What follows belongs to an exercise in optimizing a design on an open flow for small area; a production flow would make more cautious choices.
RTL that was checked went through simulation tests only; none was proved equivalent to the original.
Function not checked in run 4: the RTL went through the layout flow alone.

**flow/run.sh**
```bash
#!/bin/bash
# The standard layout, except that ports are buffered with buf_1 and the clock
# tree is built without dummy loads. Synthesis and every other step are the
# standard flow's.
set -euo pipefail
bash standard.sh BUFFER_PORTS_ARGS="-buffer_cell sky130_fd_sc_hd__buf_1" \
  CTS_ARGS="-sink_clustering_enable -repair_clock_nets -sink_clustering_size 16 -sink_clustering_max_diameter 90 -buf_list sky130_fd_sc_hd__clkbuf_8 -dont_use_dummy_load" \
  finish > standard_flow.log 2>&1
```
**standard.sh**
```bash
#!/bin/bash
# synth_recipe.tcl (not shown) runs the flow's synth.tcl, then flattens the netlist and writes it again
# the make line also repeats each setting of config.mk as NAME=value (left out here)
make -C /OpenROAD-flow-scripts/flow DESIGN_CONFIG=/design/flow/config.mk WORK_HOME=/design/flow/orfs CLKGATE_MAP_FILE= SYNTH_SCRIPT=/design/flow/synth_recipe.tcl "${@:-finish}"
```
**config.mk**
```make
export PLATFORM = sky130hd
export DESIGN_NAME = sp_noise_removal
export DESIGN_NICKNAME = sp_noise_removal
export VERILOG_FILES = /design/flow/design.v
export SDC_FILE = /design/flow/constraint.sdc
export NUM_CORES = 4
export LEC_CHECK = 0
export ABC_AREA = 1
export CAP_MARGIN = 20
export CORE_MARGIN = 2
export CORE_UTILIZATION = 40
export CTS_BUF_LIST = sky130_fd_sc_hd__clkbuf_4
export CTS_CLUSTER_SIZE = 30
export GPL_TIMING_DRIVEN = 1
export SLEW_MARGIN = 20
```
**constraint.sdc**
```tcl
create_clock -name core_clock -period 6.0 [get_ports {clk}]
set_input_delay 1.2000 -clock core_clock [delete_from_list [all_inputs] [get_ports {clk}]]
set_output_delay 1.2000 -clock core_clock [all_outputs]
set_load 0.01 [all_outputs]
```
**design.v**
```verilog
`default_nettype none
package sp_pixel_pkg;
    localparam int PIX_W   = 12;
    localparam int PIX_MAX = (1 << PIX_W) - 1;   
    localparam int WIN_N   = 5;
    localparam int WIN_MID = WIN_N / 2;   
    typedef logic [PIX_W-1:0] pixel_t;
    typedef union packed {
        logic [WIN_N*PIX_W-1:0] flat;
        pixel_t [0:WIN_N-1]     pix;
    } column_t;
    localparam int QUANT       = 68;
    localparam int QUANT_SHIFT = 4;
endpackage
`default_nettype wire
`default_nettype none
package sp_ctrl_pkg;
    typedef enum logic [1:0] {
        IDLE = 2'd0,   
        FILL = 2'd1,   
        RUN  = 2'd2    
    } win_state_t;
    localparam int CALC_LAT = 4;
    localparam int TOP_LAT = CALC_LAT + 1;
endpackage
`default_nettype wire
`timescale 1ns/1ps
`default_nettype none
module sp_noise_removal
#(
    parameter int SIGMA = 160
) (
    input  logic        clk,
    input  logic        rst_n,
    input  logic        en_i,
    input  logic [59:0] col_i,
    input  logic        border_pass_i,
    output logic [11:0] data_o,
    output logic        en_o
);
    localparam int THRESH = (SIGMA * 68) >> 4;   
    localparam logic [11:0] LO_LIM = 12'(THRESH);          
    localparam logic [11:0] HI_LIM = 12'(4095 - THRESH);   
    logic [11:0] r0, r1, r2, r3, r4;
    assign r0 = col_i[59:48];
    assign r1 = col_i[47:36];
    assign r2 = col_i[35:24];
    assign r3 = col_i[23:12];
    assign r4 = col_i[11:0];
    logic [11:0] p0_1, p0_2, p0_3, p0_4, p0_5;
    logic [11:0] p1_1, p1_2, p1_3, p1_4;
    logic [11:0] p2_1, p2_2, p2_3, n2_4, n2_5;
    logic [11:0] n3_1, n3_2, n3_3, n3_4;
    logic [11:0] n4_1, n4_2, n4_3, n4_4, n4_5;
    logic [11:0] nr4, n2_3;
    assign nr4  = ~r4;
    assign n2_3 = ~p2_3;
    always_ff @(posedge clk) begin
        p0_1 <= r0;  p0_2 <= p0_1; p0_3 <= p0_2; p0_4 <= p0_3; p0_5 <= p0_4;
        p1_1 <= r1;  p1_2 <= p1_1; p1_3 <= p1_2; p1_4 <= p1_3;
        p2_1 <= r2;  p2_2 <= p2_1; p2_3 <= p2_2; n2_4 <= n2_3; n2_5 <= n2_4;
        n3_1 <= ~r3; n3_2 <= n3_1; n3_3 <= n3_2; n3_4 <= n3_3;
        n4_1 <= nr4; n4_2 <= n4_1; n4_3 <= n4_2; n4_4 <= n4_3; n4_5 <= n4_4;
    end
    function automatic logic [11:0] absd(input logic [11:0] a, input logic [11:0] nb);
        logic [11:0] p, g, pp, gg, c;
        logic        gt;
        p = a ^ nb;
        g = a & nb;
        pp = p;
        gg = g;
        for (int l = 0; l < 4; l++) begin
            for (int i = 0; i < 12; i++) begin
                if ((i >> l) & 1) begin
                    gg[i] = gg[i] | (pp[i] & gg[((i >> l) << l) - 1]);
                    pp[i] = pp[i] & pp[((i >> l) << l) - 1];
                end
            end
        end
        gt = gg[11];
        c[0] = gt;
        for (int i = 1; i < 12; i++) c[i] = gg[i-1] | (pp[i-1] & gt);
        absd = p ^ c ^ {12{~gt}};
    endfunction
    function automatic logic [12:0] sdiff(input logic [11:0] a, input logic [11:0] nb);
        logic [11:0] p, g, pp, gg, c;
        logic        gt;
        p = a ^ nb;
        g = a & nb;
        pp = p;
        gg = g;
        for (int l = 0; l < 4; l++) begin
            for (int i = 0; i < 12; i++) begin
                if ((i >> l) & 1) begin
                    gg[i] = gg[i] | (pp[i] & gg[((i >> l) << l) - 1]);
                    pp[i] = pp[i] & pp[((i >> l) << l) - 1];
                end
            end
        end
        gt = gg[11];
        c[0] = 1'b0;
        for (int i = 1; i < 12; i++) c[i] = gg[i-1];
        sdiff = {gt, p ^ c ^ {12{~gt}}};
    endfunction
    function automatic logic [12:0] gsum(input logic [11:0] x, input logic [12:0] yi);
        gsum = {1'b0, x} + {1'b0, yi[11:0]} + {12'd0, yi[12]};
    endfunction
    function automatic logic [11:0] intp4(input logic [11:0] oa, input logic [11:0] ob,
                                          input logic [11:0] ia, input logic [11:0] ib);
        logic [10:0] x, y, z, w;
        logic [11:0] s1, c1, s2, c2;
        logic [12:0] t;
        x = oa[11:1];
        y = ob[11:1];
        z = ia[11:1];
        w = ib[11:1];
        s1 = {1'b0, x ^ y ^ z};
        c1 = {(x & y) | (x & z) | (y & z), oa[0] | ob[0]};
        s2 = s1 ^ c1 ^ {1'b0, w};
        c2 = {(s1[10:0] & c1[10:0]) | (s1[10:0] & w) | (c1[10:0] & w), ia[0] | ib[0]};
        t = {1'b0, s2} + {1'b0, c2} + 13'd1;
        intp4 = t[12:1];
    endfunction
    logic [12:0] g_h, g_v, g_d, g_z;
    assign g_h = gsum(absd(r2,   n2_4), sdiff(p2_1, n2_3));
    assign g_v = gsum(absd(p0_2, n4_2), sdiff(p1_2, n3_2));
    assign g_d = gsum(absd(r0,   n4_4), sdiff(p1_1, n3_3));
    assign g_z = gsum(absd(p0_4, nr4 ), sdiff(p1_3, n3_1));
    logic lt_vh, lt_dh, lt_zh, lt_dv, lt_zv, lt_zd;
    assign lt_vh = g_v < g_h;
    assign lt_dh = g_d < g_h;
    assign lt_zh = g_z < g_h;
    assign lt_dv = g_d < g_v;
    assign lt_zv = g_z < g_v;
    assign lt_zd = g_z < g_d;
    logic [1:0] dir;   
    always_comb begin
        if (lt_zh && lt_zv && lt_zd)       dir = 2'd3;
        else if (lt_dh && lt_dv)           dir = 2'd2;
        else if (lt_vh)                    dir = 2'd1;
        else                               dir = 2'd0;
    end
    logic [1:0] dir_q;
    logic       border_q;
    always_ff @(posedge clk) begin
        dir_q    <= dir;
        border_q <= border_pass_i;
    end
    logic [11:0] oa, ob, ia, ib;
    always_comb begin
        case (dir_q)
            2'd0:    begin oa = p2_1; ob = ~n2_5; ia = p2_2; ib = ~n2_4; end
            2'd1:    begin oa = p0_3; ob = ~n4_3; ia = p1_3; ib = ~n3_3; end
            2'd2:    begin oa = p0_1; ob = ~n4_5; ia = p1_2; ib = ~n3_4; end
            default: begin oa = p0_5; ob = ~n4_1; ia = p1_4; ib = ~n3_2; end
        endcase
    end
    logic [11:0] intp;
    assign intp = intp4(oa, ob, ia, ib);
    logic replace;
    assign replace = !border_q &&
                     (((p2_3 == 12'd0)   && (intp > LO_LIM)) ||
                      ((p2_3 == 12'hfff) && (intp < HI_LIM)));
    always_ff @(posedge clk) begin
        data_o <= replace ? intp : p2_3;
    end
    logic [2:0] run_q;
    logic       full;
    logic       v1_q;
    assign full = run_q[2];
    always_ff @(posedge clk or negedge rst_n) begin
        if (!rst_n) begin
            run_q <= '0;
            v1_q  <= 1'b0;
            en_o  <= 1'b0;
        end else begin
            run_q <= !en_i ? 3'd0 : (full ? run_q : run_q + 3'd1);
            v1_q  <= en_i && full;
            en_o  <= v1_q;
        end
    end
endmodule
`default_nettype wire
```
==> load_flow_metrics.sql, run 1 <==
INSERT INTO impl_metrics (metric_group, metric, value, unit) VALUES
('clock_network', 'ctsHtreeMaxLevel', '1', ''),
('die', 'count_of_standard_cell_rows', '75', ''),
('cells_and_area', 'flow.area_growth_from_synthesis', '8.907', '%'),
('routing', 'avgViaCountPerCell', '5.124', ''),
('clock_network', 'cts_inserted_buffers', '23', ''),
('clock_network', 'clkSlewWorstSetupHoldPaths', '0.10', 'ns'),
('cells_and_area', 'layout_commonest_cell', 'sky130_fd_sc_hd__nand2_1', ''),
('status', 'status', 'timing/DRC/antenna clean', ''),
('clock_network', 'cts_tree', 'done', ''),
('critical_path', 'crit_family', 'simple AND/OR/NAND/NOR gates', ''),
('timing', 'timing_worst_slew_pin_value', '0.8215', 'ns'),
('synth', 'postSynth.asyncResetShare', '1.689', '%'),
('cells_and_area', 'n_fill_cell', '4178', ''),
('routing', 'initial_drt_markers', '908', ''),
('hold_path', 'hold_crit_class', 'reg2reg', ''),
('critical_path', 'worst_setup_path_end_kind', 'flop', ''),
('synth', 'synth_flop_cell', 'sky130_fd_sc_hd__dfxtp_1', ''),
('routing', 'wire_per_inst', '19.15', 'um'),
('routing', 'detailedRoute.firstPassIterationCount', '5', ''),
('routing', 'drtAntennaViolNets', '0', ''),
('timing', 'maxSlewViolCount', '0', ''),
('placement', 'io_buffers', '76', ''),
('critical_path', 'critical-path-top-cell-by-count', 'sky130_fd_sc_hd__nand2_1', ''),
('timing', 'fin_setup_tns', '0', 'ns'),
('critical_path', 'cp_max_fo', '8', ''),
('critical_path', 'critical_path.n_buffers_inverters', '2', ''),
('critical_path', 'worst_path_max_delay_cell', 'sky130_fd_sc_hd__dfxtp_1', ''),
('global_routing', 'global_route.usage.total', '23.30', '%'),
('die', 'die_outline_area', '0.04401', 'sq mm'),
('critical_path', 'critPathKind', 'reg2reg', ''),
('global_routing', 'global_route.overflow_total', '0', ''),
('critical_path', 'start_kind', 'flop', ''),
('cells_and_area', 'finish.net_count', '2458', ''),
('routing', 'detailroute.via_count', '13720', ''),
('synth', 'synth_edf_count', '0', ''),
('synth', 'synth.yosys.warnings', '1', ''),
('timing', 'timing_hold_violations_final', '0', ''),
('die', 'die_h', '209.8', 'um'),
('synth', 'postSynthNetCount', '2342', ''),
('global_routing', 'grt_antenna_before_repair', '4', ''),
('placement', 'dpl.cell_count', '2655', ''),
('run', 'cap_viol_max_count', '0', ''),
('die', 'initial_core_util', '40.48', '%'),
('cells_and_area', 'final_cell_mix', 'sky130_fd_sc_hd__nand2_1, sky130_fd_sc_hd__dfxtp_1, sky130_fd_sc_hd__inv_1, sky130_fd_sc_hd__ha_1, sky130_fd_sc_hd__a21oi_1', ''),
('cells_and_area', 'antennaDiodeCount', '0', ''),
('clock_network', 'cts_hold_repair.buffers', '0', ''),
('clock_network', 'clock_sinks', '296', ''),
('timing', 'max_freq', '179.5', 'MHz'),
('die', 'design.core.area', '0.04185', 'sq mm'),
('timing', 'grt_setup_unrepaired', 'false', ''),
('critical_path', 'timing.critical_path.required', '6.56', 'ns'),
('global_routing', 'grt_pass1_vias', '13440', ''),
('global_routing', 'grt_first_pass_wirelength', '77270', 'um'),
('placement', 'place.gp.congestion', '0.9528', ''),
('synth', 'synth.area.top_cells', 'sky130_fd_sc_hd__dfxtp_1, sky130_fd_sc_hd__ha_1, sky130_fd_sc_hd__nand2_1', ''),
('cells_and_area', 'drive_above_1_share', '4.067', '%'),
('critical_path', 'worst_ep_arrival_time', '6.13', 'ns'),
('die', 'dieWidth', '209.8', 'um'),
('synth', 'yosys.cell_types.count', '48', ''),
('clock_network', 'cts.root.buffer_cell', 'sky130_fd_sc_hd__clkbuf_8', ''),
('timing', 'hold_ws', '0.3435', 'ns'),
('timing', 'timing.clock.skew', '0.02290', 'ns'),
('routing', 'drc_errors', '0', ''),
('clock_network', 'cts_post_setup_buffers_inserted', '0', ''),
('synth', 'postSynthAreaPerCell', '8.365', 'sq um'),
('clock_network', 'cts-root-to-sink-buffers', '3', ''),
('global_routing', 'pin_count_of_the_biggest_net_entering_global_routing', '26', ''),
('routing', 'detail_route.wirelength', '51280', 'um'),
('synth', 'yosysTopAreaCellShare', '34.39', '%');
cell type report:
class / instances / area [sq um] / area share [%]
Timing Repair Buffer: 121 / 648.1 / 3.513
Clock buffer: 23 / 316.6 / 1.716
Inverter: 288 / 1081 / 5.860
Multi-Input combinational cell: 1411 / 9776 / 52.99
Tap cell: 539 / 674.4 / 3.655
Sequential cell: 296 / 5953 / 32.27
synthesized netlist by cell type (19+ instances only):
cell type,count
sky130_fd_sc_hd__a21oi_1,144
sky130_fd_sc_hd__o21ai_0,82
sky130_fd_sc_hd__a21o_1,20
sky130_fd_sc_hd__clkbuf_1,19
sky130_fd_sc_hd__dfxtp_1,291
sky130_fd_sc_hd__nor2_1,102
sky130_fd_sc_hd__nand2_1,363
sky130_fd_sc_hd__fa_1,43
sky130_fd_sc_hd__o31ai_1,22
sky130_fd_sc_hd__o22ai_1,23
sky130_fd_sc_hd__nand3_1,99
sky130_fd_sc_hd__ha_1,210
sky130_fd_sc_hd__xor2_1,124
sky130_fd_sc_hd__nand4_1,31
sky130_fd_sc_hd__inv_1,284
sky130_fd_sc_hd__xnor2_1,71
per-layer routing:
layer	track usage (%)	routed length [um]	vias up
met1	30.81	23030	6401
met5	0	36	-
met4	7.899	1711	6
li1	-	-	6853
met2	37.64	22680	381
met3	5.147	3823	82
path summary, 6_finish.rpt:
check	start	endpoint	slack [ns]	cells past startpoint
worst max-delay path	p1_1[0]$_DFF_P_	dir_q[0]$_SDFF_PP1_	0.43	29
worst min-delay path	v1_q$_DFF_PN0_	en_o$_DFF_PN0_	0.34	0
worst max register to register	p1_1[0]$_DFF_P_	dir_q[0]$_SDFF_PP1_	0.43	29
worst min register to register	v1_q$_DFF_PN0_	en_o$_DFF_PN0_	0.34	0
max in group asynchronous	rst_n	en_o$_DFF_PN0_	5.29	1
min in group asynchronous	rst_n	run_q[0]$_DFFE_PN0N_	0.49	1
through the flow:
step | setup slack [ns] | instance area (sq um) | utilization [%]
finish | 0.4295 | 18450 | 44.08
global route | 0.01068 | 18450 | 44.08
CTS | 0.2169 | 18440 | 44.07
detailed placement | -0.06872 | 18130 | 43.31
global placement | -0.04539 | 18130 | 43.31
floorplan | 0.8435 | 16940 | -
cell families after synthesis:
logic type / Yosys count / share of synthesized area, %
xor+xnor: 195 / 10.08
fa+ha+maj: 253 / 20.59
simple gates: 626 / 15.47
compound gates: 337 / 11.55
buf+inv: 318 / 7.179
flops: 296 / 35.13
==> inputs of run 2 (changes only) <==
--- a/config.mk
+++ b/config.mk
@@ -13,3 +13,3 @@
 export CTS_CLUSTER_SIZE = 30
-export GPL_TIMING_DRIVEN = 1
+export GPL_TIMING_DRIVEN = 0
 export SLEW_MARGIN = 20
==> run 2 against run 1 <==
Still clean on timing, DRC and antenna. Hold slack worse by 0.016 ns. Register-to-register slack worse by 0.16 ns. Non-clock buffer count shrank 11. Count of clock-buffer cells in the layout rose by 1. Design area fell by 0.18%. Synthesized cell count is the same. Wire length up 1.4%. Highest routed layer is now met4.
==> load_flow_metrics.sql, run 2 <==
INSERT INTO impl_metrics (metric_group, metric, value, unit) VALUES
('status', 'status', 'timing/DRC/antenna clean', ''),
('die', 'die_h', '209.8', 'um'),
('critical_path', 'worst_path_max_delay_cell', 'sky130_fd_sc_hd__fa_1', ''),
('global_routing', 'global_route.usage.total', '23.52', '%'),
('routing', 'wire_per_inst', '19.48', 'um'),
('synth', 'yosysTopAreaCellShare', '34.39', '%'),
('timing', 'timing.clock.skew', '0.09769', 'ns'),
('cells_and_area', 'final_cell_mix', 'sky130_fd_sc_hd__nand2_1, sky130_fd_sc_hd__dfxtp_1, sky130_fd_sc_hd__inv_1, sky130_fd_sc_hd__ha_1, sky130_fd_sc_hd__a21oi_1', ''),
('timing', 'grt_setup_unrepaired', 'true', ''),
('clock_network', 'worst_skew_pair_latency', '0.62', 'ns'),
('routing', 'detailedRoute.firstPassIterationCount', '5', ''),
('hold_path', 'hold_path_startpoint', 'n3_2[10]$_DFF_P_', ''),
('routing', 'avgViaCountPerCell', '5.132', ''),
('global_routing', 'global_route.overflow_total', '0', ''),
('critical_path', 'crit_path_max_incr_delay', '0.48', 'ns'),
('timing', 'period_utilization_post_route', '95.56', '%'),
('cells_and_area', 'stdcell_count', '2668', ''),
('global_routing', 'grt_util_met1', '32.36', '%'),
('placement', 'io_buffers', '76', ''),
('critical_path', 'timing.critical_path.required', '6.48', 'ns'),
('synth', 'synth.area.top_cells', 'sky130_fd_sc_hd__dfxtp_1, sky130_fd_sc_hd__ha_1, sky130_fd_sc_hd__nand2_1', ''),
('routing', 'detail_route.wirelength', '51990', 'um'),
('critical_path', 'regToRegStartpoint', 'p0_2[1]$_DFF_P_', ''),
('clock_network', 'cts-root-to-sink-buffers', '3', ''),
('global_routing', 'grt_antenna_before_repair', '1', ''),
('critical_path', 'timing.rr.end', 'dir_q[0]$_SDFF_PP1_', ''),
('critical_path', 'start_kind', 'flop', ''),
('cells_and_area', 'flow.area_growth_from_synthesis', '8.715', '%'),
('global_routing', 'grt_use_met2', '38.79', '%'),
('global_routing', 'pin_count_of_the_biggest_net_entering_global_routing', '17', ''),
('die', 'count_of_standard_cell_rows', '75', ''),
('timing', 'timing_hold_violations_final', '0', ''),
('cells_and_area', 'stdcell_area', '0.01842', 'sq mm'),
('timing', 'timing_worst_slew_pin_value', '0.8107', 'ns'),
('hold_path', 'whs_endpoint', 'n3_3[10]$_DFF_P_', ''),
('routing', 'detailroute.via_count', '13690', ''),
('global_routing', 'met3_usage', '2.678', '%'),
('clock_network', 'cts_hold_repair.buffers', '0', ''),
('routing', 'initial_drt_markers', '905', ''),
('timing', 'setup_viol_count_final', '0', ''),
('clock_network', 'clock_sinks', '296', ''),
('synth', 'synth.yosys.warnings', '1', ''),
('global_routing', 'globalRoute.busiestLayer', 'met2', ''),
('global_routing', 'grt_first_pass_wirelength', '77470', 'um'),
('die', 'die_outline_area', '0.04401', 'sq mm'),
('placement', 'post-dp-hpwl', '43660', 'um'),
('timing', 'finalCriticalPeriod', '5.734', 'ns'),
('synth', 'synth_flop_cell', 'sky130_fd_sc_hd__dfxtp_1', ''),
('critical_path', 'worst_ep_arrival_time', '6.21', 'ns'),
('clock_network', 'clkSlewWorstSetupHoldPaths', '0.10', 'ns'),
('cells_and_area', 'layout_commonest_cell', 'sky130_fd_sc_hd__nand2_1', ''),
('run', 'cap_viol_max_count', '0', ''),
('synth', 'synth_edf_count', '0', ''),
('die', 'initial_core_util', '40.48', '%'),
('timing', 'maxSlewViolCount', '0', ''),
('timing', 'max_freq', '174.4', 'MHz'),
('cells_and_area', 'antennaDiodeCount', '0', ''),
('placement', 'dpl_cell_area', '0.01790', 'sq mm'),
('die', 'design.core.area', '0.04185', 'sq mm'),
('synth', 'postSynth.asyncResetShare', '1.689', '%'),
('routing', 'drtAntennaViolNets', '0', ''),
('hold_path', 'min_delay_path_depth', '0', ''),
('clock_network', 'cts.root.buffer_cell', 'sky130_fd_sc_hd__clkbuf_8', ''),
('global_routing', 'grt_pass1_vias', '13270', ''),
('die', 'dieWidth', '209.8', 'um'),
('critical_path', 'cp_max_fo', '10', ''),
('synth', 'yosys.area.top_type', 'sky130_fd_sc_hd__dfxtp_1', ''),
('synth', 'postSynthNetCount', '2342', ''),
('timing', 'fin_ws', '0.2663', 'ns'),
('critical_path', 'depth_of_the_worst_register_to_register_path', '34', ''),
('clock_network', 'cts_inserted_buffers', '24', ''),
('placement', 'place.gp.congestion', '0.9323', ''),
('placement', 'dp_worst_setup_slack', '-0.5284', 'ns'),
('die', 'io_pins', '77', ''),
('critical_path', 'critical-path-top-cell-by-count', 'sky130_fd_sc_hd__nand2_1', ''),
('placement', 'dpl.cell_count', '2640', ''),
('critical_path', 'worst_setup_path_end_kind', 'flop', ''),
('clock_network', 'ctsHtreeMaxLevel', '1', ''),
('clock_network', 'cts_tree', 'done', ''),
('cells_and_area', 'finish.net_count', '2448', ''),
('timing', 'slew-limit-headroom', '44.56', '%'),
('routing', 'drc_errors', '0', ''),
('synth', 'synth-seq-area-share', '35.13', '%'),
('synth', 'ys_seq_elements', '296', ''),
('cells_and_area', 'final_core_utilization', '44.00', '%'),
('critical_path', 'setup.reg_to_reg.worst_slack', '0.27', 'ns'),
('synth', 'netlist_area', '0.01694', 'sq mm'),
('cells_and_area', 'drive_above_1_share', '3.758', '%'),
('critical_path', 'critPathKind', 'reg2reg', ''),
('synth', 'synthCells', '2025', ''),
('synth', 'yosys.cell_types.count', '48', ''),
('synth', 'netlist_top_cells_count', 'sky130_fd_sc_hd__nand2_1, sky130_fd_sc_hd__dfxtp_1, sky130_fd_sc_hd__inv_1, sky130_fd_sc_hd__ha_1, sky130_fd_sc_hd__a21oi_1', ''),
('synth', 'cell_with_the_most_instances_after_synthesis', 'sky130_fd_sc_hd__nand2_1', ''),
('synth', 'postSynthAreaPerCell', '8.365', 'sq um'),
('hold_path', 'hold_crit_class', 'reg2reg', '');
-- run 2: final cells by class --
type	instances	area (sq um)
plain buffers	29	141.4
clock buffers	24	330.3
fillers	4207	23440
inverters	288	1081
multi-input cells	1411	9916
flip-flops and latches	296	5951
well taps	539	674.4
repair buffers	81	322.8
-- run 2: cells by family (layout without fill, tap and decap cells) --
family | count (synthesis) | in the layout | synth area share, %
fa+ha+maj | 253 | 253 | 20.59
simple gates | 626 | 626 | 15.47
buf+inv | 318 | 422 | 7.179
xor+xnor | 195 | 195 | 10.08
flops | 296 | 296 | 35.13
compound gates | 337 | 337 | 11.55
-- run 2: per-layer routing --
metal / up-vias / routed length (um)
met5: - / 0
met1: 6451 / 24100
met2: 344 / 23560
met3: 68 / 2798
met4: 0 / 1520
li1: 6828 / -
-- run 2: worst max-delay path by stage --
| stage | start | depth (start not counted) | endpoint |
|---|---|---|---|
| final | p0_2[1]$_DFF_P_ | 34 | dir_q[0]$_SDFF_PP1_ |
| after detailed placement | col_i[1] | 35 | dir_q[0]$_SDFF_PP1_ |
| after global routing | col_i[53] | 36 | dir_q[0]$_SDFF_PP1_ |
| after global placement | col_i[1] | 35 | dir_q[0]$_SDFF_PP1_ |
| after floorplan | col_i[49] | 31 | dir_q[0]$_SDFF_PP1_ |
| after CTS | p1_1[0]$_DFF_P_ | 25 | dir_q[0]$_SDFF_PP1_ |
-- run 2: worst max-delay path, delay by kind of cell (launching register included) --
kind / cells / cell delay, ns
xor+xnor: 2 / 0.61
buf+inv: 4 / 0.57
simple gates: 13 / 1.19
flops: 1 / 0.33
fa+ha+maj: 3 / 1.12
compound gates: 12 / 1.75
-- run 2: per-stage QoR --
step / hold WS, ns / setup TNS (ns)
global placement: 0.3339 / -1.036
detailed placement: 0.3344 / -1.038
finish: 0.3275 / 0
CTS: 0.3447 / 0
global route: 0.3498 / -0.05876
floorplan: 0.3259 / 0
-- run 2: timing repair --
action | CTS | global route
resized for setup | 0 | 37
setup endpoints to repair | 0 | 12
buffers inserted | 0 | 5
==> inputs of run 3 (changes only) <==
--- a/config.mk
+++ b/config.mk
@@ -7,3 +7,3 @@
 export LEC_CHECK = 0
-export ABC_AREA = 1
+export ABC_AREA = 0
 export CAP_MARGIN = 20
==> run 3 against run 2 <==
Now fails the layout checks on setup timing. Global-route usage shrank 0.63 points. Hold slack worse by 0.022 ns. Largest cell class unchanged. Highest routed layer is now met5. Count of clock-buffer cells in the layout stayed put. Synthesized cell count shrank 17%. Flip-flop and latch count is the same. Critical endpoint unchanged.
==> load_flow_metrics.sql, run 3 <==
INSERT INTO impl_metrics (metric_group, metric, value, unit) VALUES
('synth', 'yosys.cell_types.count', '77', ''),
('cells_and_area', 'finish.net_count', '2149', ''),
('synth', 'synth.area.top_cells', 'sky130_fd_sc_hd__dfxtp_1, sky130_fd_sc_hd__ha_1, sky130_fd_sc_hd__xnor2_1', ''),
('clock_network', 'worst_skew_pair_latency', '0.60', 'ns'),
('clock_network', 'cts_hold_repair.buffers', '0', ''),
('cells_and_area', 'layout_commonest_cell', 'sky130_fd_sc_hd__dfxtp_1', ''),
('synth', 'ys_seq_elements', '296', ''),
('clock_network', 'ctsHtreeMaxLevel', '1', ''),
('placement', 'post-dp-hpwl', '42270', 'um'),
('die', 'design.core.area', '0.04223', 'sq mm'),
('global_routing', 'grt_pass1_vias', '13210', ''),
('die', 'die_h', '211.3', 'um'),
('cells_and_area', 'n_fill_cell', '3984', ''),
('timing', 'grt_setup_unrepaired', 'true', ''),
('timing', 'fin_ws', '-0.1281', 'ns'),
('global_routing', 'pin_count_of_the_biggest_net_entering_global_routing', '17', ''),
('clock_network', 'cts_inserted_buffers', '24', ''),
('timing', 'max_freq', '163.2', 'MHz'),
('placement', 'dpl_cell_area', '0.01825', 'sq mm'),
('cells_and_area', 'final_cell_mix', 'sky130_fd_sc_hd__dfxtp_1, sky130_fd_sc_hd__ha_1, sky130_fd_sc_hd__inv_1, sky130_fd_sc_hd__xnor2_1, sky130_fd_sc_hd__a21oi_1', ''),
('clock_network', 'clkSlewWorstSetupHoldPaths', '0.10', 'ns'),
('critical_path', 'timing.rr.end', 'dir_q[0]$_SDFF_PP1_', ''),
('critical_path', 'critPathKind', 'in2reg', ''),
('critical_path', 'endpoint', 'dir_q[0]$_SDFF_PP1_', ''),
('synth', 'postSynthAreaPerCell', '10.26', 'sq um'),
('synth', 'cell_with_the_most_instances_after_synthesis', 'sky130_fd_sc_hd__dfxtp_1', ''),
('critical_path', 'critical-path-top-cell-by-count', 'sky130_fd_sc_hd__a21oi_2', ''),
('timing', 'timing.clock.skew', '0.06786', 'ns'),
('timing', 'period_utilization_post_route', '102.1', '%'),
('timing', 'fin_setup_tns', '-0.2461', 'ns'),
('global_routing', 'global_route.usage.total', '22.89', '%'),
('timing', 'timing_hold_violations_final', '0', ''),
('synth', 'netlist_area', '0.01719', 'sq mm'),
('global_routing', 'grt_antenna_before_repair', '1', ''),
('clock_network', 'cts-root-to-sink-buffers', '3', ''),
('hold_path', 'min_delay_path_depth', '0', ''),
('timing', 'finalCriticalPeriod', '6.128', 'ns'),
('hold_path', 'hold_crit_class', 'reg2reg', ''),
('die', 'io_pins', '77', ''),
('synth', 'postSynth.asyncResetShare', '1.689', '%'),
('synth', 'postSynthNetCount', '1993', ''),
('critical_path', 'worst_path_max_delay_cell', 'sky130_fd_sc_hd__fa_2', ''),
('critical_path', 'timing.critical_path.required', '6.48', 'ns'),
('routing', 'wire_per_inst', '21.64', 'um'),
('global_routing', 'global_route.overflow_total', '0', ''),
('routing', 'drc_errors', '0', ''),
('critical_path', 'depth_of_the_worst_register_to_register_path', '27', ''),
('status', 'violations', 'setup timing', ''),
('die', 'count_of_standard_cell_rows', '75', ''),
('routing', 'avgViaCountPerCell', '5.493', ''),
('global_routing', 'grt_first_pass_wirelength', '76100', 'um'),
('synth', 'synthCells', '1676', ''),
('clock_network', 'cts_tree', 'done', ''),
('synth', 'synth-seq-area-share', '34.61', '%'),
('cells_and_area', 'stdcell_area', '0.01978', 'sq mm'),
('status', 'status', 'complete, but fails checks', ''),
('synth', 'synth_edf_count', '0', ''),
('synth', 'synth.yosys.warnings', '1', ''),
('critical_path', 'crit_path_max_incr_delay', '0.40', 'ns'),
('timing', 'maxSlewViolCount', '0', ''),
('synth', 'yosysTopAreaCellShare', '33.89', '%'),
('timing', 'setup_viol_count_final', '2', ''),
('clock_network', 'clock_sinks', '296', ''),
('critical_path', 'cp_max_fo', '6', ''),
('synth', 'netlist_top_cells_count', 'sky130_fd_sc_hd__dfxtp_1, sky130_fd_sc_hd__ha_1, sky130_fd_sc_hd__inv_1, sky130_fd_sc_hd__xnor2_1, sky130_fd_sc_hd__a21oi_1', ''),
('die', 'dieWidth', '211.3', 'um'),
('routing', 'detailroute.via_count', '13020', ''),
('die', 'die_outline_area', '0.04465', 'sq mm'),
('critical_path', 'start_kind', 'input port', ''),
('routing', 'initial_drt_markers', '892', ''),
('clock_network', 'cts.root.buffer_cell', 'sky130_fd_sc_hd__clkbuf_8', ''),
('critical_path', 'setup.reg_to_reg.worst_slack', '-0.02', 'ns'),
('critical_path', 'worst_ep_arrival_time', '6.61', 'ns'),
('cells_and_area', 'final_core_utilization', '46.83', '%'),
('synth', 'synth_flop_cell', 'sky130_fd_sc_hd__dfxtp_1', ''),
('timing', 'slew-limit-headroom', '33.77', '%'),
('timing', 'timing_worst_slew_pin_value', '0.9864', 'ns'),
('die', 'initial_core_util', '40.71', '%'),
('cells_and_area', 'flow.area_growth_from_synthesis', '15.03', '%'),
('critical_path', 'regToRegStartpoint', 'n3_2[0]$_DFF_P_', ''),
('placement', 'io_buffers', '76', ''),
('routing', 'drtAntennaViolNets', '0', ''),
('placement', 'place.gp.congestion', '0.9468', ''),
('cells_and_area', 'drive_above_1_share', '15.52', '%'),
('synth', 'yosys.area.top_type', 'sky130_fd_sc_hd__dfxtp_1', ''),
('placement', 'dpl.cell_count', '2291', ''),
('routing', 'detail_route.wirelength', '51290', 'um'),
('run', 'cap_viol_max_count', '0', ''),
('cells_and_area', 'stdcell_count', '2370', ''),
('critical_path', 'worst_setup_path_end_kind', 'flop', ''),
('routing', 'detailedRoute.firstPassIterationCount', '5', ''),
('critical_path', 'origin_of_the_worst_setup_path', 'col_i[25]', '');
[run 3: cell count changes after synthesis, moves of 22 or more]
cell,previous run,this run
sky130_fd_sc_hd__a21o_1,20,43
sky130_fd_sc_hd__a21oi_1,144,99
sky130_fd_sc_hd__inv_1,284,176
sky130_fd_sc_hd__mux2i_1,0,26
sky130_fd_sc_hd__mux4_2,0,46
sky130_fd_sc_hd__nand2_1,363,57
sky130_fd_sc_hd__nand2b_1,1,23
sky130_fd_sc_hd__nand3_1,99,25
sky130_fd_sc_hd__nor2_1,102,70
sky130_fd_sc_hd__nor2b_1,0,22
sky130_fd_sc_hd__o21a_1,4,30
sky130_fd_sc_hd__xnor2_1,71,119
sky130_fd_sc_hd__xor2_1,124,56
[run 3: area by class of cell]
cell class / count / area, sq um / area share [%]
multi-input cells: 1180 / 11250 / 56.91
flip-flops and latches: 296 / 5952 / 30.10
repair buffers: 132 / 743.2 / 3.758
well taps: 539 / 674.4 / 3.410
inverters: 176 / 660.6 / 3.341
clock buffers: 24 / 330.3 / 1.670
plain buffers: 22 / 158.9 / 0.8035
diodes: 1 / 2.502 / 0.01265
[run 3: cells by family (layout without fill, tap and decap cells)]
logic type	after synthesis	in the layout	share of synthesized area, %
simple gates	288	288	8.406
flops	296	296	34.61
other cells	0	1	0
xor+xnor	176	176	9.054
buf+inv	200	354	4.483
mux	76	76	7.846
compound gates	384	384	15.13
fa+ha+maj	256	256	20.47
[run 3: through the flow]
| stage | hold slack [ns] | setup slack [ns] |
|---|---|---|
| after detailed placement | 0.3383 | -1.753 |
| final | 0.3057 | -0.1281 |
| after CTS | 0.3093 | -0.05220 |
| after floorplan | 0.3259 | 0.003433 |
| after global placement | 0.3303 | -1.550 |
| after global routing | 0.3083 | -0.3199 |
[run 3: worst max-delay path, delay by kind of cell]
| kind | cells | cell delay [ns] |
|---|---|---|
| and+or+nand+nor | 1 | 0.08 |
| buffers and inverters | 6 | 0.95 |
| AOI/OAI and AO/OA | 16 | 3.11 |
| muxes | 1 | 0.18 |
| xor gates and xnor gates | 1 | 0.20 |
| adders and majority gates | 3 | 0.88 |
[run 3: worst min-delay path by stage]
| stage | from | endpoint |
|---|---|---|
| finish | p1_1[11]$_DFF_P_ | p1_2[11]$_DFF_P_ |
| global route | p1_1[11]$_DFF_P_ | p1_2[11]$_DFF_P_ |
| CTS | p1_1[11]$_DFF_P_ | p1_2[11]$_DFF_P_ |
| detailed placement | p0_3[2]$_DFF_P_ | p0_4[2]$_DFF_P_ |
| global placement | n4_1[11]$_DFF_P_ | n4_2[11]$_DFF_P_ |
| floorplan | p0_1[10]$_DFF_P_ | p0_2[10]$_DFF_P_ |
[run 3: timing repair]
item / in CTS / in global routing
gates resized for setup: 110 / 50
gates cloned: 0 / 0
buffers inserted: 39 / 19
pin swaps: 50 / 46
endpoints found under the setup margin: 14 / 10
[run 3: metal layers]
metal / track usage (%) / share of wire, %
met1: 29.96 / 44
met2: 38.46 / 46
met3: 3.531 / 6.0
met4: 8.014 / 3.9
met5: 0 / 0.025
==> inputs of run 4 (changes only) <==
--- a/design.v
+++ b/design.v
@@ -84,21 +84,21 @@
     endfunction
+    function automatic logic [6:0] radd6(input logic [5:0] a, input logic [5:0] b, input logic ci);
+        logic c;
+        c = ci;
+        for (int i = 0; i < 6; i++) begin
+            radd6[i] = a[i] ^ b[i] ^ c;
+            c        = (a[i] & b[i]) | (c & (a[i] ^ b[i]));
+        end
+        radd6[6] = c;
+    endfunction
     function automatic logic [12:0] sdiff(input logic [11:0] a, input logic [11:0] nb);
-        logic [11:0] p, g, pp, gg, c;
+        logic [6:0] lo, hi0, hi1;
+        logic [11:0] e;
         logic        gt;
-        p = a ^ nb;
-        g = a & nb;
-        pp = p;
-        gg = g;
-        for (int l = 0; l < 4; l++) begin
-            for (int i = 0; i < 12; i++) begin
-                if ((i >> l) & 1) begin
-                    gg[i] = gg[i] | (pp[i] & gg[((i >> l) << l) - 1]);
-                    pp[i] = pp[i] & pp[((i >> l) << l) - 1];
-                end
-            end
-        end
-        gt = gg[11];
-        c[0] = 1'b0;
-        for (int i = 1; i < 12; i++) c[i] = gg[i-1];
-        sdiff = {gt, p ^ c ^ {12{~gt}}};
+        lo  = radd6(a[5:0],  nb[5:0],  1'b0);
+        hi0 = radd6(a[11:6], nb[11:6], 1'b0);
+        hi1 = radd6(a[11:6], nb[11:6], 1'b1);
+        e   = {lo[6] ? hi1[5:0] : hi0[5:0], lo[5:0]};
+        gt  = lo[6] ? hi1[6] : hi0[6];
+        sdiff = {gt, e ^ {12{~gt}}};
     endfunction
==> flow/run.sh (replaced) <==
#!/bin/bash
# The standard layout, except that ports are buffered with buf_1 and the clock
# tree is built without dummy loads. Synthesis and every other step are the
# standard flow's.
set -euo pipefail
bash standard.sh BUFFER_PORTS_ARGS="-buffer_cell sky130_fd_sc_hd__buf_1" \
  CTS_ARGS="-sink_clustering_enable -repair_clock_nets -sink_clustering_size 12 -sink_clustering_max_diameter 80 -buf_list sky130_fd_sc_hd__clkbuf_8 -dont_use_dummy_load" \
  finish > standard_flow.log 2>&1
--- a/config.mk
+++ b/config.mk
@@ -7,3 +7,3 @@
 export LEC_CHECK = 0
-export ABC_AREA = 0
+export ABC_AREA = 1
 export CAP_MARGIN = 20
==> run 4 against run 3 <==
Still fails the layout checks on setup timing. Via count is 2.6% higher. Register-to-register slack worse by 1.2 ns. Non-clock buffer count is 14 higher. Flip-flop and latch count unchanged. Cell count is 12% higher. Die area fell by 2.5%. Critical path depth increased by 9. Critical path type is now reg2reg. Highest routed layer is now met4.
==> load_flow_metrics.sql, run 4 <==
INSERT INTO impl_metrics (metric_group, metric, value, unit) VALUES
('status', 'status', 'complete, but fails checks', ''),
('status', 'violations', 'setup timing', ''),
('critical_path', 'critical_path.n_buffers_inverters', '9', ''),
('clock_network', 'clkSlewWorstSetupHoldPaths', '0.08', 'ns'),
('critical_path', 'depth_of_the_worst_register_to_register_path', '37', ''),
('synth', 'postSynthAreaPerCell', '8.572', 'sq um'),
('synth', 'ys_seq_elements', '296', ''),
('placement', 'io_buffers', '76', ''),
('timing', 'finalCriticalPeriod', '7.172', 'ns'),
('die', 'design.core.area', '0.04111', 'sq mm'),
('critical_path', 'critical-path-top-cell-by-count', 'sky130_fd_sc_hd__fa_2', ''),
('timing', 'maxSlewViolCount', '0', ''),
('timing', 'setup_viol_count_final', '2', ''),
('critical_path', 'crit_path_max_incr_delay', '0.39', 'ns'),
('placement', 'place.gp.congestion', '0.9567', ''),
('global_routing', 'global_route.usage.total', '22.92', '%'),
('timing', 'period_utilization_post_route', '119.5', '%'),
('critical_path', 'worst_ep_arrival_time', '7.73', 'ns'),
('global_routing', 'grt_first_pass_wirelength', '76360', 'um'),
('synth', 'netlist_area', '0.01676', 'sq mm'),
('synth', 'synth-seq-area-share', '35.51', '%'),
('synth', 'yosys.area.top_type', 'sky130_fd_sc_hd__dfxtp_1', ''),
('global_routing', 'global_route.overflow_total', '0', ''),
('cells_and_area', 'finish.net_count', '2429', ''),
('die', 'dieWidth', '208.7', 'um'),
('global_routing', 'grt_antenna_before_repair', '1', ''),
('hold_path', 'hold_crit_class', 'reg2reg', ''),
('routing', 'wire_per_inst', '19.07', 'um'),
('cells_and_area', 'stdcell_area', '0.01962', 'sq mm'),
('synth', 'postSynthNetCount', '2264', ''),
('synth', 'cell_with_the_most_instances_after_synthesis', 'sky130_fd_sc_hd__nand2_1', ''),
('clock_network', 'cts_inserted_buffers', '29', ''),
('die', 'initial_core_util', '40.76', '%'),
('clock_network', 'cts_tree', 'done', ''),
('timing', 'slew-limit-headroom', '46.20', '%'),
('critical_path', 'critPathKind', 'reg2reg', ''),
('routing', 'avgViaCountPerCell', '5.043', ''),
('cells_and_area', 'final_core_utilization', '47.74', '%'),
('critical_path', 'path_depth', '37', ''),
('critical_path', 'setup.reg_to_reg.worst_slack', '-1.17', 'ns'),
('timing', 'fin_ws', '-1.172', 'ns'),
('clock_network', 'cts.root.buffer_cell', 'sky130_fd_sc_hd__clkbuf_8', ''),
('timing', 'timing_hold_violations_final', '0', ''),
('critical_path', 'regToRegStartpoint', 'n3_3[0]$_DFF_P_', ''),
('synth', 'synth.yosys.warnings', '1', ''),
('synth', 'synth_edf_count', '0', ''),
('hold_path', 'hold_path_startpoint', 'n4_4[6]$_DFF_P_', ''),
('routing', 'detailedRoute.firstPassIterationCount', '6', '');
run 4: worst min path at each step:
stage	end
after global routing	n4_5[6]$_DFF_P_
after global placement	n3_4[9]$_DFF_P_
after detailed placement	p1_2[11]$_DFF_P_
after CTS	n4_5[6]$_DFF_P_
final	n4_5[6]$_DFF_P_
after floorplan	p0_2[0]$_DFF_P_
run 4: repair_timing:
action,CTS,global route
gates resized for setup,114,98
buffers inserted,35,24
pin swaps,41,53
endpoints found under the setup margin,2,14
run 4: cell type report:
type,count,area (sq um)
buffer,33,242.7
clock buffer,29,399.1
fill,3958,21490
inverter,346,1306
multi-input combinational,1279,10300
sequential,296,5966
tap,532,665.6
timing repair buffer,135,744.5
run 4: metal layers:
layer,global-route usage (%),wire length [um],vias up
li1,-,-,6585
met1,30.76,22670,6341
met2,38.17,23350,349
met3,2.961,2588,88
met4,7.709,1931,0
met5,0,0,-
run 4: cells by family (layout without fill, tap and decap cells):
logic type                 Yosys count  after routing  synth area share [%]
buffers and inverters              380            543                 8.773
and+or+nand+nor                    563            563                 14.77
xor gates and xnor gates           157            157                 8.542
adders and majority gates          245            245                 21.29
DFF                                296            296                 35.51
AOI/OAI and AO/OA                  314            314                 11.11
run 4: per-stage QoR:
stage / hold slack, ns / TNS (ns) / std cells
CTS: 0.3404 / -2.305 / 2627
detailed placement: 0.3374 / -3.983 / 2563
global route: 0.3353 / -2.999 / 2650
floorplan: 0.3259 / -1.396 / 1955
global placement: 0.3335 / -3.768 / 2563
finish: 0.3348 / -2.339 / 2650

-- port drivers added, routing unchanged --
How much do the figures lean on ideal ports? The routed layouts below were timed once more, with nothing changed but the port constraints. Step 1 assumes that a clkbuf_16 drives the clock port and a buf_2 every other input. Step 2 adds t to the input delays and takes it off the output delays; t is the mean of the earliest and latest rising clock arrival at the registers after step 1. Input paths then give back, and output paths get back, about the clock's delay inside the block. a / b / c = no drivers / after step 1 / after step 2; a / b = the first two.
run	t, ns	setup WS [ns]	worst setup path at the end
run 1	0.634	0.430 / 0.430 / -0.126	input to register
run 2	0.619	0.266 / 0.266 / -0.314	input to register
run 3	0.623	-0.128 / -0.112 / -0.735	input to register
run 4	0.651	-1.172 / -1.172 / -1.172	register to register
With both steps, setup timing fails in run 1 and run 2, where it was met with ideal ports. For run 3, which loses most, drivers alone change the setup slack by +0.016 ns; drivers and shift together by -0.607 ns.
